Context: an optimization exercise on an open-source flow, tuned for small area, a short achievable clock period and few clock cycles per item. The choices shown serve that exercise and are no tape-out recipe. In this exercise RTL edits were held to simulation tests only and were not proved equivalent to the original.

[flow/design.v]
module rnsd_addsub #(
   parameter int ALU_W = 33
) (
   input  logic [ALU_W-1:0] a,
   input  logic [ALU_W-1:0] b,
   input  logic             sub,
   output logic [ALU_W:0]   y
);
   logic [ALU_W-1:0] b_eff;
   assign b_eff = sub ? ~b : b;
   assign y = {1'b0, a} + {1'b0, b_eff} + {{ALU_W{1'b0}}, sub};
endmodule
module radix_n_signed_digit_alu_unit (
   input  logic        clock,
   input  logic        reset,
   input  logic        start,
   output logic        busy,
   input  logic [67:0] req_data,
   output logic        rsp_valid,
   output logic [67:0] rsp_data,
   input  logic        csr_we,
   input  logic [4:0]  csr_wdata
);
   localparam int DIGITS       = 8;
   localparam int FIELD_DIGITS = 8;
   localparam int USED         = (DIGITS < FIELD_DIGITS) ? DIGITS : FIELD_DIGITS;
   localparam int IDX_W        = (USED > 1) ? $clog2(USED) : 1;
   localparam int MAG_W        = 32;
   localparam int ALU_W        = MAG_W + 1;
   localparam int STEP_W       = $clog2(MAG_W);
   localparam int RADIX_W      = 5;
   localparam logic [RADIX_W-1:0] RADIX_RESET = 5'd10;
   localparam logic [RADIX_W-1:0] RADIX_MIN   = 5'd2;
   localparam logic [RADIX_W-1:0] RADIX_MAX   = 5'd16;
   localparam logic [1:0] ACT_ADD = 2'd0;
   localparam logic [1:0] ACT_SUB = 2'd1;
   localparam logic [1:0] ACT_MUL = 2'd2;
   localparam logic [1:0] ACT_DIV = 2'd3;
   localparam logic [1:0] ST_OK           = 2'd0;
   localparam logic [1:0] ST_OVERFLOW     = 2'd1;
   localparam logic [1:0] ST_ZERO_BY_ZERO = 2'd2;
   localparam logic [1:0] ST_DIV_BY_ZERO  = 2'd3;
   localparam logic [3:0] S_IDLE    = 4'd0;
   localparam logic [3:0] S_DEC_A   = 4'd1;
   localparam logic [3:0] S_DEC_B   = 4'd2;
   localparam logic [3:0] S_ARITH   = 4'd3;
   localparam logic [3:0] S_MULDIV  = 4'd4;
   localparam logic [3:0] S_FIX     = 4'd5;
   localparam logic [3:0] S_ENC_RES = 4'd6;
   localparam logic [3:0] S_ENC_REM = 4'd7;
   localparam logic [3:0] S_DONE    = 4'd8;
   localparam logic [IDX_W-1:0]  LAST_IDX  = IDX_W'(USED - 1);
   localparam logic [STEP_W-1:0] LAST_STEP = STEP_W'(MAG_W - 1);
   localparam int                PRE_SHIFT = 4 * (FIELD_DIGITS - USED);
   logic [1:0]           req_action;
   logic                 req_a_negative, req_b_negative;
   logic [MAG_W-1:0]     req_a_digits, req_b_digits;
   assign req_action     = req_data[67:66];
   assign req_a_negative = req_data[65];
   assign req_a_digits   = req_data[64:33];
   assign req_b_negative = req_data[32];
   assign req_b_digits   = req_data[31:0];
   logic [3:0]           state_ff, state_in;
   logic [RADIX_W-1:0]   radix_ff;
   logic [IDX_W-1:0]     cnt_ff;
   logic [1:0]           bit_ff;
   logic [STEP_W-1:0]    step_ff;
   logic [1:0]           act_ff;
   logic                 a_neg_ff, b_neg_ff;
   logic [MAG_W-1:0]     a_sh_ff, b_sh_ff;
   logic [MAG_W-1:0]     ma_ff, mb_ff;
   logic [MAG_W:0]       pw_ff;
   logic [MAG_W-1:0]     pow_ff [USED];
   logic [MAG_W-1:0]     lim_ff;
   logic [MAG_W:0]       hi_ff;
   logic [MAG_W-1:0]     lo_ff;
   logic                 res_neg_ff;
   logic [MAG_W-1:0]     rem_mag_ff;
   logic [1:0]           status_ff;
   logic [MAG_W-1:0]     enc_v_ff;
   logic [MAG_W-1:0]     word_ff, res_word_ff, rem_word_ff;
   logic [3:0]           dig4;
   logic [RADIX_W-1:0]   dig_raw, dig_sat;
   logic [MAG_W-1:0]     dec_src;
   logic [MAG_W+4:0]     dec_prod;
   logic [MAG_W+5:0]     pw_prod;
   logic [ALU_W-1:0]     alu_a, alu_b;
   logic                 alu_sub;
   logic [ALU_W:0]       alu_y;
   logic [ALU_W-1:0]     rem_sh, trial;
   logic                 alu_ge;
   logic                 na, nb;
   logic signed [MAG_W+1:0] sa, sb, sr;
   logic [MAG_W:0]       rmag;
   logic [MAG_W-1:0]     q_fix, r_fix;
   logic                 fin_neg;
   logic [MAG_W-1:0]     fin_mag, fin_rem;
   logic [1:0]           fin_status;
   logic                 enc_end;
   logic [MAG_W-1:0]     word_nx;
   rnsd_addsub #(.ALU_W(ALU_W)) u_addsub (
      .a   (alu_a),
      .b   (alu_b),
      .sub (alu_sub),
      .y   (alu_y)
   );
   assign dig4    = (state_ff == S_DEC_A) ? a_sh_ff[MAG_W-1 -: 4] : b_sh_ff[MAG_W-1 -: 4];
   assign dig_raw = {1'b0, dig4};
   assign dig_sat = (dig_raw >= radix_ff) ? radix_ff - 5'd1 : dig_raw;
   assign dec_src = (state_ff == S_DEC_A) ? ma_ff : mb_ff;
   assign dec_prod = {5'b0, dec_src} * {{MAG_W{1'b0}}, radix_ff}
                   + {{MAG_W{1'b0}}, dig_sat};
   assign pw_prod = {5'b0, pw_ff} * {{(MAG_W+1){1'b0}}, radix_ff};
   assign rem_sh = {hi_ff[MAG_W-1:0], lo_ff[MAG_W-1]};
   assign trial  = {1'b0, pow_ff[cnt_ff]} << bit_ff;
   assign alu_ge = alu_y[ALU_W];
   always_comb begin
      alu_a   = '0;
      alu_b   = '0;
      alu_sub = 1'b0;
      case (state_ff)
         S_MULDIV: begin
            if (act_ff == ACT_MUL) begin
               alu_a = hi_ff;
               alu_b = {1'b0, ma_ff};
            end else begin
               alu_a   = rem_sh;
               alu_b   = {1'b0, mb_ff};
               alu_sub = 1'b1;
            end
         end
         S_ENC_RES, S_ENC_REM: begin
            alu_a   = {1'b0, enc_v_ff};
            alu_b   = trial;
            alu_sub = 1'b1;
         end
         default: begin
            alu_a   = '0;
         end
      endcase
   end
   assign na = a_neg_ff && (ma_ff != '0);
   assign nb = b_neg_ff && (mb_ff != '0);
   assign sa = na ? -$signed({2'b00, ma_ff}) : $signed({2'b00, ma_ff});
   assign sb = nb ? -$signed({2'b00, mb_ff}) : $signed({2'b00, mb_ff});
   assign sr = (act_ff == ACT_SUB) ? sa - sb : sa + sb;
   assign rmag = (sr < 0) ? MAG_W'(0) + (MAG_W+1)'(-sr) : (MAG_W+1)'(sr);
   always_comb begin
      q_fix = lo_ff;
      r_fix = hi_ff[MAG_W-1:0];
      if (na && (hi_ff[MAG_W-1:0] != '0)) begin
         q_fix = lo_ff + 32'd1;
         r_fix = mb_ff - hi_ff[MAG_W-1:0];
      end
   end
   always_comb begin
      fin_status = ST_OK;
      fin_neg    = 1'b0;
      fin_mag    = '0;
      fin_rem    = '0;
      case (act_ff)
         ACT_ADD, ACT_SUB: begin
            if (rmag > {1'b0, lim_ff}) begin
               fin_status = ST_OVERFLOW;
            end else begin
               fin_mag = rmag[MAG_W-1:0];
               fin_neg = (sr < 0);
            end
         end
         ACT_MUL: begin
            if ((hi_ff != '0) || (lo_ff > lim_ff)) begin
               fin_status = ST_OVERFLOW;
            end else begin
               fin_mag = lo_ff;
               fin_neg = (na ^ nb) && (lo_ff != '0);
            end
         end
         default: begin
            if (mb_ff == '0) begin
               fin_status = (ma_ff == '0) ? ST_ZERO_BY_ZERO : ST_DIV_BY_ZERO;
            end else if (q_fix > lim_ff) begin
               fin_status = ST_OVERFLOW;
            end else begin
               fin_mag = q_fix;
               fin_rem = r_fix;
               fin_neg = (na ^ nb) && (q_fix != '0);
            end
         end
      endcase
   end
   assign enc_end = (bit_ff == 2'd0) && (cnt_ff == '0);
   always_comb begin
      word_nx = word_ff;
      word_nx[{cnt_ff, bit_ff}] = alu_ge;
   end
   always_ff @(posedge clock) begin
      if (reset) begin
         state_ff <= S_IDLE;
         radix_ff <= RADIX_RESET;
      end else begin
         state_ff <= state_in;
         if (csr_we) begin
            if (csr_wdata < RADIX_MIN) begin
               radix_ff <= RADIX_MIN;
            end else if (csr_wdata > RADIX_MAX) begin
               radix_ff <= RADIX_MAX;
            end else begin
               radix_ff <= csr_wdata;
            end
         end
      end
   end
   always_comb begin
      state_in  = state_ff;
      busy      = (state_ff != S_IDLE);
      rsp_valid = (state_ff == S_DONE);
      case (state_ff)
         S_IDLE:    if (start) state_in = S_DEC_A;
         S_DEC_A:   if (cnt_ff == LAST_IDX) state_in = S_DEC_B;
         S_DEC_B:   if (cnt_ff == LAST_IDX) state_in = S_ARITH;
         S_ARITH: begin
            if ((act_ff == ACT_ADD) || (act_ff == ACT_SUB)) begin
               state_in = S_ENC_RES;
            end else begin
               state_in = S_MULDIV;
            end
         end
         S_MULDIV:  if (step_ff == LAST_STEP) state_in = S_FIX;
         S_FIX:     state_in = S_ENC_RES;
         S_ENC_RES: if (enc_end) state_in = S_ENC_REM;
         S_ENC_REM: if (enc_end) state_in = S_DONE;
         S_DONE:    state_in = S_IDLE;
         default:   state_in = S_IDLE;
      endcase
   end
   always_ff @(posedge clock) begin
      case (state_ff)
         S_IDLE: begin
            if (start) begin
               act_ff   <= req_action;
               a_neg_ff <= req_a_negative;
               b_neg_ff <= req_b_negative;
               a_sh_ff  <= req_a_digits << PRE_SHIFT;
               b_sh_ff  <= req_b_digits << PRE_SHIFT;
               ma_ff    <= '0;
               mb_ff    <= '0;
               pw_ff    <= (MAG_W+1)'(1);
               cnt_ff   <= '0;
            end
         end
         S_DEC_A: begin
            pow_ff[cnt_ff] <= pw_ff[MAG_W-1:0];
            pw_ff   <= pw_prod[MAG_W:0];
            ma_ff   <= dec_prod[MAG_W-1:0];
            a_sh_ff <= a_sh_ff << 4;
            cnt_ff  <= (cnt_ff == LAST_IDX) ? '0 : cnt_ff + 1'b1;
         end
         S_DEC_B: begin
            lim_ff  <= MAG_W'(pw_ff - (MAG_W+1)'(1));
            mb_ff   <= dec_prod[MAG_W-1:0];
            b_sh_ff <= b_sh_ff << 4;
            cnt_ff  <= (cnt_ff == LAST_IDX) ? '0 : cnt_ff + 1'b1;
         end
         S_ARITH: begin
            hi_ff      <= '0;
            lo_ff      <= (act_ff == ACT_MUL) ? mb_ff : ma_ff;
            step_ff    <= '0;
            res_neg_ff <= fin_neg;
            rem_mag_ff <= fin_rem;
            status_ff  <= fin_status;
            enc_v_ff   <= fin_mag;
            word_ff    <= '0;
            cnt_ff     <= LAST_IDX;
            bit_ff     <= 2'd3;
         end
         S_MULDIV: begin
            step_ff <= step_ff + 1'b1;
            if (act_ff == ACT_MUL) begin
               if (lo_ff[0]) begin
                  hi_ff <= {1'b0, alu_y[MAG_W:1]};
                  lo_ff <= {alu_y[0], lo_ff[MAG_W-1:1]};
               end else begin
                  hi_ff <= {1'b0, hi_ff[MAG_W:1]};
                  lo_ff <= {hi_ff[0], lo_ff[MAG_W-1:1]};
               end
            end else begin
               hi_ff <= alu_ge ? alu_y[MAG_W:0] : rem_sh;
               lo_ff <= {lo_ff[MAG_W-2:0], alu_ge};
            end
         end
         S_FIX: begin
            res_neg_ff <= fin_neg;
            rem_mag_ff <= fin_rem;
            status_ff  <= fin_status;
            enc_v_ff   <= fin_mag;
            word_ff    <= '0;
            cnt_ff     <= LAST_IDX;
            bit_ff     <= 2'd3;
         end
         S_ENC_RES, S_ENC_REM: begin
            if (enc_end) begin
               cnt_ff  <= LAST_IDX;
               bit_ff  <= 2'd3;
               word_ff <= '0;
               if (state_ff == S_ENC_RES) begin
                  res_word_ff <= word_nx;
                  enc_v_ff    <= rem_mag_ff;
               end else begin
                  rem_word_ff <= word_nx;
               end
            end else begin
               if (alu_ge) begin
                  enc_v_ff <= alu_y[MAG_W-1:0];
               end
               word_ff <= word_nx;
               if (bit_ff == 2'd0) begin
                  cnt_ff <= cnt_ff - 1'b1;
               end
               bit_ff <= bit_ff - 2'd1;
            end
         end
         default: begin
            step_ff <= step_ff;
         end
      endcase
   end
   assign rsp_data = {res_neg_ff, res_word_ff, 1'b0, rem_word_ff, status_ff};
endmodule
[flow/run.sh]
#!/bin/bash
# synth_recipe.tcl (not shown) runs the flow's synth.tcl, then flattens the netlist and writes it again
# the make line also repeats each setting of config.mk as NAME=value (left out here)
make -C /OpenROAD-flow-scripts/flow DESIGN_CONFIG=/design/flow/config.mk WORK_HOME=/design/flow/orfs CLKGATE_MAP_FILE= SYNTH_SCRIPT=/design/flow/synth_recipe.tcl finish
[flow/config.mk]
export PLATFORM = sky130hd
export DESIGN_NAME = radix_n_signed_digit_alu_unit
export DESIGN_NICKNAME = radix_n_signed_digit_alu_unit
export VERILOG_FILES = /design/flow/design.v
export SDC_FILE = /design/flow/constraint.sdc
export NUM_CORES = 4
export LEC_CHECK = 0
export CAP_MARGIN = 20
export CORE_MARGIN = 2
export CORE_UTILIZATION = 40
export SLEW_MARGIN = 20
[flow/constraint.sdc]
create_clock -name core_clock -period 10.5 [get_ports {clock}]
set_input_delay 2.1000 -clock core_clock [delete_from_list [all_inputs] [get_ports {clock}]]
set_output_delay 2.1000 -clock core_clock [all_outputs]
set_load 0.01 [all_outputs]
==> impl_table.tex <==
\begin{tabular}{lr}
\hline
Metric & Value \\
\hline
\multicolumn{2}{l}{\textbf{Status}} \\
Status & complete, no violations \\
\multicolumn{2}{l}{\textbf{Global routing}} \\
GRT Residual Overflow & 0 \\
Overall routing resource usage & 25.6\% \\
Largest net degree at the start of global routing & 67 \\
Antenna violations before repair & 2 \\
Number of global-route vias before repair & 40,000 \\
First-pass GRT wire length & between 200,000 and 300,000 um \\
\multicolumn{2}{l}{\textbf{Synthesis}} \\
Synthesized net count & 5,856 \\
Area of the mapped netlist & roughly 53,000 um2 \\
Post-synthesis average cell area & 9.95 um2 \\
Number of enable-type register cells in the synthesized netlist & 690 \\
Warning count from the yosys run & 1 \\
Synth Flop Type & sky130\_fd\_sc\_hd\_\_edfxtp\_1 \\
Share of the yosys chip area belonging to registers & 39.8\% \\
Number of distinct library cells after synthesis & 90 \\
Count of state elements after synthesis & around 700 \\
FFs w/ async S/R, synth & 0\% \\
Library cell with the highest instance count after synthesis & sky130\_fd\_sc\_hd\_\_nand2\_1 \\
Main area contributors after synthesis & sky130\_fd\_sc\_hd\_\_edfxtp\_1, sky130\_fd\_sc\_hd\_\_ha\_1, sky130\_fd\_sc\_hd\_\_fa\_1, sky130\_fd\_sc\_hd\_\_nand2\_1, sky130\_fd\_sc\_hd\_\_mux4\_2 \\
Area fraction of the dominant cell type after synthesis & approximately 39\% \\
Syn Inst Count & 5,294 \\
Top post-synthesis cells by count & sky130\_fd\_sc\_hd\_\_nand2\_1, sky130\_fd\_sc\_hd\_\_edfxtp\_1, sky130\_fd\_sc\_hd\_\_nor2\_1 \\
Post-synth top area cell & sky130\_fd\_sc\_hd\_\_edfxtp\_1 \\
\multicolumn{2}{l}{\textbf{CTS}} \\
Clock transition at the register clock pins on the worst setup and hold paths after CTS & 0.06 ns \\
Insertion delay to the later sink of the worst-skew pair & 0.73 ns \\
CTS tree & done \\
Quantity of hold-fixing buffers added after cts & 0 \\
Library cell used as clock root buffer & sky130\_fd\_sc\_hd\_\_clkbuf\_16 \\
Setup Fix Bufs, Post-CTS & 0 \\
CTS H-tree depth & 3 \\
Clock sink count & between 700 and 800 \\
Max clock buf depth & 3 \\
TritonCTS Buffers & 84 \\
\multicolumn{2}{l}{\textbf{Detailed routing}} \\
ANT nets after route & 0 \\
Vias after detailed routing & 41,500 \\
Via count normalized by instance count & 5.79 \\
Mean routed wirelength per cell & 24.4 um \\
Number of remaining DRC errors & 0 \\
Number of detailed-routing iterations run before antenna repair & 6 \\
Total routed wirelength & between 150,000 and 200,000 um \\
Starting DRT DRC Count & 4,464 \\
\multicolumn{2}{l}{\textbf{STA}} \\
Share of the clock period used by the worst path after layout & 94.4\% \\
Worst-Margin Slew & approximately 1.1 ns \\
Setup repair after global routing missed its margin & no \\
Achievable clock frequency & 101 MHz \\
Max transition margin & 26.4\% \\
Final critical delay including setup and external delays & 9.91 ns \\
\# setup viols final & 0 \\
Final count of hold timing violations & 0 \\
Number of max-slew violations in the final report & 0 \\
Setup TNS & 0 ns \\
Worst setup skew after layout & roughly 0.055 ns \\
\multicolumn{2}{l}{\textbf{Floorplanning}} \\
Die width & 367 um \\
Std cell rows & $\sim$130 \\
Starting utilization of the core area & 40.2\% \\
Core ar. & 131,000 um2 \\
Die outline height & 367 um \\
\# IOs & 147 \\
Overall die area & 135,000 um2 \\
\multicolumn{2}{l}{\textbf{Layout}} \\
Largest register by flop count & pow\_ff \\
Biggest regs & pow\_ff (256), hi\_ff (33) \\
Total Nets Final & 5,910 \\
P\&R area growth vs syn & 12.3\% \\
Ratio of cells with drive above 1 in the final layout & a little under 9\% \\
Largest register FFs & about 260 \\
\multicolumn{2}{l}{\textbf{Place}} \\
Total half-perimeter wirelength after legalization and detailed placement & 133,000 um \\
Number of port buffers & 145 \\
Global placement routability congestion & 0.999 \\
\multicolumn{2}{l}{\textbf{Job}} \\
Maximum capacitance violations & 0 \\
\multicolumn{2}{l}{\textbf{Critical path}} \\
Endpoint required time on the critical path & 10.92 ns \\
Worst Path Max Fanout & 33 \\
Maximum cell stage delay along the critical path & just over 0.6 ns \\
Worst r2r src & mb\_ff[0] \\
Arrival time reported for the critical path endpoint & 10.33 ns \\
Start point of the critical path & mb\_ff[0] \\
Slowest cell on the critical path & sky130\_fd\_sc\_hd\_\_or4\_1 \\
Startpoint type of the worst setup path & register \\
Kind of critical path & reg -> reg \\
Register-to-register setup slack & 0.59 ns \\
CP endpoint kind & register \\
\multicolumn{2}{l}{\textbf{Worst hold path}} \\
Startpoint of the tightest hold check path & b\_sh\_ff[14] \\
Path class of the lowest-slack min-delay path & reg -> reg \\
\hline
\end{tabular}
## logic make-up after synthesis
kind of cell             share of synthesized area, %
other                                         0.00712
AO/OA/AOI/OAI                                    12.8
multiplexers                                     6.88
adder cells (fa/ha/maj)                          14.0
buffers and inverters                            4.36
XOR/XNOR                                         5.41
flip-flops                                       39.8
AND/OR/NAND/NOR                                  16.8
## what timing repair did
action / 4_1_cts / 5_1_grt
hold endpoints to repair: 0 / 0
endpoints found under the setup margin: 0 / 33
gates resized for setup: 0 / 6
## layer usage
metal  up-vias  global-route usage [%]  wire [um]
met2      1553                    38.4      75700
met4         2                    9.96       7240
li1      19100                       -          -
met5         -                       0         13
met3       247                    3.86      12900
met1     20600                    37.0      79400
## per-stage QoR
stage / area [um2] / util (%) / cells / hold WS [ns] / worst slack (ns)
5_1_grt: 59100 / 45.1 / 7173 / 0.537 / 0.0736
3_5_place_dp: 56300 / 43.0 / 7017 / 0.497 / 0.418
2_1_floorplan: 52700 / - / 5294 / 0.484 / 1.06
6_report: 59100 / 45.1 / 7175 / 0.490 / 0.587
4_1_cts: 59100 / 45.1 / 7173 / 0.496 / 0.369
3_3_place_gp: 56300 / 42.9 / 7016 / 0.489 / 0.575
## worst paths after layout
check,cells after the start,end
max,34,enc_v_ff[1]
min reg2reg,2,b_sh_ff[18]
min,2,b_sh_ff[18]
max reg2reg,34,enc_v_ff[1]
## area by class of cell
type | instances | area [um2]
Fill cell | 12600 | 72000
Clock buffer | 99 | 2160
Timing Repair Buffer | 266 | 2380
Tap cell | 1755 | 2200
Multi-Input combinational cell | 3987 | 29600
Clock inverter | 57 | 633
Inverter | 307 | 1150
Sequential cell | 702 | 21000
Antenna cell | 2 | 5.00
## critical path: cells and delay by family, from the launching register on
family                     cells  cell delay (ns)
buffers and inverters          2             0.36
DFF                            1             0.38
AOI/OAI and AO/OA             15             3.40
xor gates and xnor gates       3             0.89
muxes                          1             0.09
adders and majority gates      3             0.99
and+or+nand+nor               10             3.45
## placed cells by master, fill, tap and decap left out, drive strengths merged, types with 39 or more instances in the layout
master and count:
and2 174, nand2 779, or3 70, a31oi 41, o21ai 250, clkinv 48
mux2i 108, nand3 67, a21o 92, xnor2 191, nor2b 39, inv 304
ha 312, clkdlybuf4s50 145, a211oi 75, nand4 54, xor2 132, fa 173
edfxtp 690, a21oi 286, mux4 96, nor2 429, clkbuf 99, buf 121
nor4 46, nand2b 48, nor3 77
Testbench counts, summed over its fixed seeds: cycles 285,940, items 2,880.

## what the ideal ports hide
No port has a modelled driver above. Below, the same layout with a new extraction and two added sets of constraints.
Step 1, drivers: a clkbuf_16 drives clock and a buf_2 each remaining input, both assumed.
Step 2, shift: input delay + t, output delay - t, t = (earliest + latest rising clock arrival at the registers) / 2. This alone moves slack from input paths to output paths.
Slacks: no drivers / after step 1 / after step 2; pairs: no drivers / after step 1.
shift t [ns]: 0.770
setup slack, ns: 0.587 / 0.587 / 0.587
hold WS [ns]: 0.490 / 0.490 / 0.490
worst setup path after step 2: register to register
worst data-port slew with drivers (ns): 0.07
After both steps setup and hold are still met in this run. For this run, drivers alone change the setup slack by 0.000 ns; drivers and shift together by 0.000 ns.
